This is an optimization exercise on Yosys and OpenROAD, whose aim is small area, not a production implementation.
Function was checked by simulation only, so behaviour that the tests miss may differ from the original.

==> flow/design.v (excerpt) <==
module glm_rd_streamer #(
    parameter int MAX_OUTSTANDING = 64,
    parameter int CNT_W           = 32
) (
    input  logic             clk,
    input  logic             reset,
    input  logic             start,
    input  logic [41:0]      base_addr,
    input  logic [CNT_W-1:0] num_lines,
    input  logic             c0TxAlmFull,
    output logic [74:0]      c0Tx,
    input  logic [542:0]     c0Rx,
    output logic             rd_valid,
    output logic [511:0]     rd_data,
    output logic [15:0]      rd_tag,
    output logic             busy,
    output logic             done,
    output logic [31:0]      stat_almfull_cycles
);
Settings: LEC_CHECK=0, CAP_MARGIN=20, CORE_AREA=5 5 195 195, DIE_AREA=0 0 200 200, SLEW_MARGIN=20; clock period 5.0 ns.
standard.sh (not shown) runs the stock make flow with config.mk's settings and CLKGATE_MAP_FILE= SYNTH_SCRIPT=/design/flow/synth_recipe.tcl, a recipe that flattens the netlist after the stock synthesis.
==> flow/flow/run.sh <==
#!/bin/bash
set -euo pipefail
bash standard.sh \
  "BUFFER_PORTS_ARGS=-buffer_cell sky130_fd_sc_hd__buf_1" \
  "PLACE_PINS_ARGS=-min_distance 1 -min_distance_in_tracks" \
  "CTS_ARGS=-sink_clustering_enable -repair_clock_nets -dont_use_dummy_load -buf_list {sky130_fd_sc_hd__clkbuf_4 sky130_fd_sc_hd__clkbuf_8} -sink_clustering_size 20 -sink_clustering_max_diameter 60" \
  finish > standard_make.log 2>&1
The baseline never finished: it broke off in global routing (GRT-0116).
==> next run, changes <==
==> flow/run.sh (new file) <==
#!/bin/bash
# synth_recipe.tcl (not shown) runs the flow's synth.tcl, then flattens the netlist and writes it again
# the make line also repeats each setting of config.mk as NAME=value (left out here)
make -C /OpenROAD-flow-scripts/flow DESIGN_CONFIG=/design/flow/config.mk WORK_HOME=/design/flow/orfs CLKGATE_MAP_FILE= SYNTH_SCRIPT=/design/flow/synth_recipe.tcl finish
Settings changed: CORE_AREA 5 5 195 195 to 5 5 355 355, DIE_AREA 0 0 200 200 to 0 0 360 360.
removed: flow/flow/run.sh
removed: flow/standard.sh
=> The changed run completed with no timing, DRC or antenna violations; area after synthesis is unchanged; synthesized cell count stays the same.
==> next run, changes <==
==> flow/flow/run.sh (new file) <==
#!/bin/bash
set -euo pipefail
bash standard.sh \
  "BUFFER_PORTS_ARGS=-buffer_cell sky130_fd_sc_hd__buf_1" \
  "PLACE_PINS_ARGS=-min_distance 1 -min_distance_in_tracks" \
  "CTS_ARGS=-sink_clustering_enable -repair_clock_nets -dont_use_dummy_load -buf_list {sky130_fd_sc_hd__clkbuf_4 sky130_fd_sc_hd__clkbuf_8} -sink_clustering_size 20 -sink_clustering_max_diameter 60" \
  finish > standard_make.log 2>&1
==> flow/standard.sh (new file) <==
#!/bin/bash
# synth_recipe.tcl (not shown) runs the flow's synth.tcl, then flattens the netlist and writes it again
# the make line also repeats each setting of config.mk as NAME=value (left out here)
make -C /OpenROAD-flow-scripts/flow DESIGN_CONFIG=/design/flow/config.mk WORK_HOME=/design/flow/orfs CLKGATE_MAP_FILE= SYNTH_SCRIPT=/design/flow/synth_recipe.tcl "${@:-finish}"
Settings changed: CORE_AREA 5 5 355 355 to 5 5 275 165, DIE_AREA 0 0 360 360 to 0 0 280 170.
removed: flow/run.sh
Effect: With this change the flow died in global routing (GRT-0116); synthesized cell count is unchanged; synthesized area is unchanged.

* * *

## v23
glm_rd_streamer again, from the RTL that the note above started with.
==> flow/config.mk <==
export PLATFORM = sky130hd
export DESIGN_NAME = glm_rd_streamer
export DESIGN_NICKNAME = glm_rd_streamer
export VERILOG_FILES = /design/flow/design.v
export SDC_FILE = /design/flow/constraint.sdc
export NUM_CORES = 4
export LEC_CHECK = 0
export CAP_MARGIN = 20
export CORE_AREA = 5 5 215 215
export DIE_AREA = 0 0 220 220
export SLEW_MARGIN = 20
==> flow/constraint.sdc <==
create_clock -name core_clock -period 5.0 [get_ports {clk}]
set_input_delay 1.0000 -clock core_clock [delete_from_list [all_inputs] [get_ports {clk}]]
set_output_delay 1.0000 -clock core_clock [all_outputs]
set_load 0.01 [all_outputs]
==> flow/flow/run.sh <==
#!/bin/bash
set -euo pipefail
bash standard.sh \
  "BUFFER_PORTS_ARGS=-buffer_cell sky130_fd_sc_hd__buf_1" \
  "PLACE_PINS_ARGS=-min_distance 1 -min_distance_in_tracks" \
  "CTS_ARGS=-sink_clustering_enable -repair_clock_nets -dont_use_dummy_load -buf_list {sky130_fd_sc_hd__clkbuf_4 sky130_fd_sc_hd__clkbuf_8} -sink_clustering_size 20 -sink_clustering_max_diameter 60" \
  finish > standard_make.log 2>&1
v23 did not finish; the tool stopped in global routing (5_1_grt) with error GRT-0116.
For v25, these inputs were changed with respect to v23:
- DIE_AREA now 0 0 360 360, was 0 0 220 220
- CORE_AREA now 5 5 355 355, was 5 5 215 215
==> flow/flow/run.sh <==
#!/bin/bash
set -euo pipefail
bash standard.sh \
  "BUFFER_PORTS_ARGS=-buffer_cell sky130_fd_sc_hd__buf_1" \
  "CTS_ARGS=-sink_clustering_enable -repair_clock_nets -dont_use_dummy_load -buf_list {sky130_fd_sc_hd__clkbuf_4 sky130_fd_sc_hd__clkbuf_8} -sink_clustering_size 20 -sink_clustering_max_diameter 60" \
  finish > standard_make.log 2>&1
Findings:
- In summary, v25 completed successfully, with a layout that passed the timing, DRC and antenna checks.
- v23 terminated abnormally: global routing (5_1_grt) reported GRT-0116.
- Looking only at routability congestion estimate from global placement, and setting everything else aside, the higher value of v25 and v23 goes to v23.
- [compare] base=v23 new=v25: sequential-to-total area share from yosys stat roughly the same, post-place instance area increased 5.7%, standard-cell row count went up by 51, number of buffers inserted during clock tree synthesis up about 90%.
- Area after synthesis: v23 vs v25 identical
The following lists how v3 was set up differently from v25:
==> flow/flow/run.sh <==
#!/bin/bash
set -euo pipefail
bash standard.sh \
  "BUFFER_PORTS_ARGS=-buffer_cell sky130_fd_sc_hd__buf_1" \
  "CTS_ARGS=-sink_clustering_enable -repair_clock_nets -dont_use_dummy_load" \
  finish > standard_make.log 2>&1
==> comparison <==
Sequential share of layout area: v3 vs v25 down 1.8 points. Final net count: v25 vs v3, no meaningful difference. v3 vs v25 on final period utilization: v3 is the lower one. Re post-route standard cell area excluding fillers: v3 and v25 aren't equal, and the lower value belongs to v25.

-- afterwards: timing with drivers on the ports --
Ports are ideal in the flow. The routed layouts listed here were re-timed in OpenROAD. Step 1 sets driving cells, clkbuf_16 on the clock port and buf_2 on the other inputs (assumed; they add their load-dependent delay and slew). Step 2 also shifts input and output timing later by t, the mid clock arrival at the registers, as if the neighbouring blocks saw the same clock. a / b / c = no drivers / after step 1 / after step 2; a / b = the first two.
| run | shift t [ns] | slack for setup (ns) | worst setup path at the end | latest minus earliest clock arrival (ns) | pins driven straight from the clock port |
|---|---|---|---|---|---|
| the second run of note 1 | 0.722 | 0.974 / 0.974 / 0.911 | input to register | 0.046 / 0.047 | 1 |
| v25 | 0.778 | 0.657 / 0.657 / 0.657 | register to register | 0.133 / 0.134 | 1 |
| v3 | 0.703 | 0.727 / 0.727 / 0.727 | register to register | 0.051 / 0.051 | 1 |
After both steps every run listed still meets setup and hold. For the second run of note 1, which loses most, drivers alone change the setup slack by 0.000 ns; drivers and shift together by -0.063 ns.
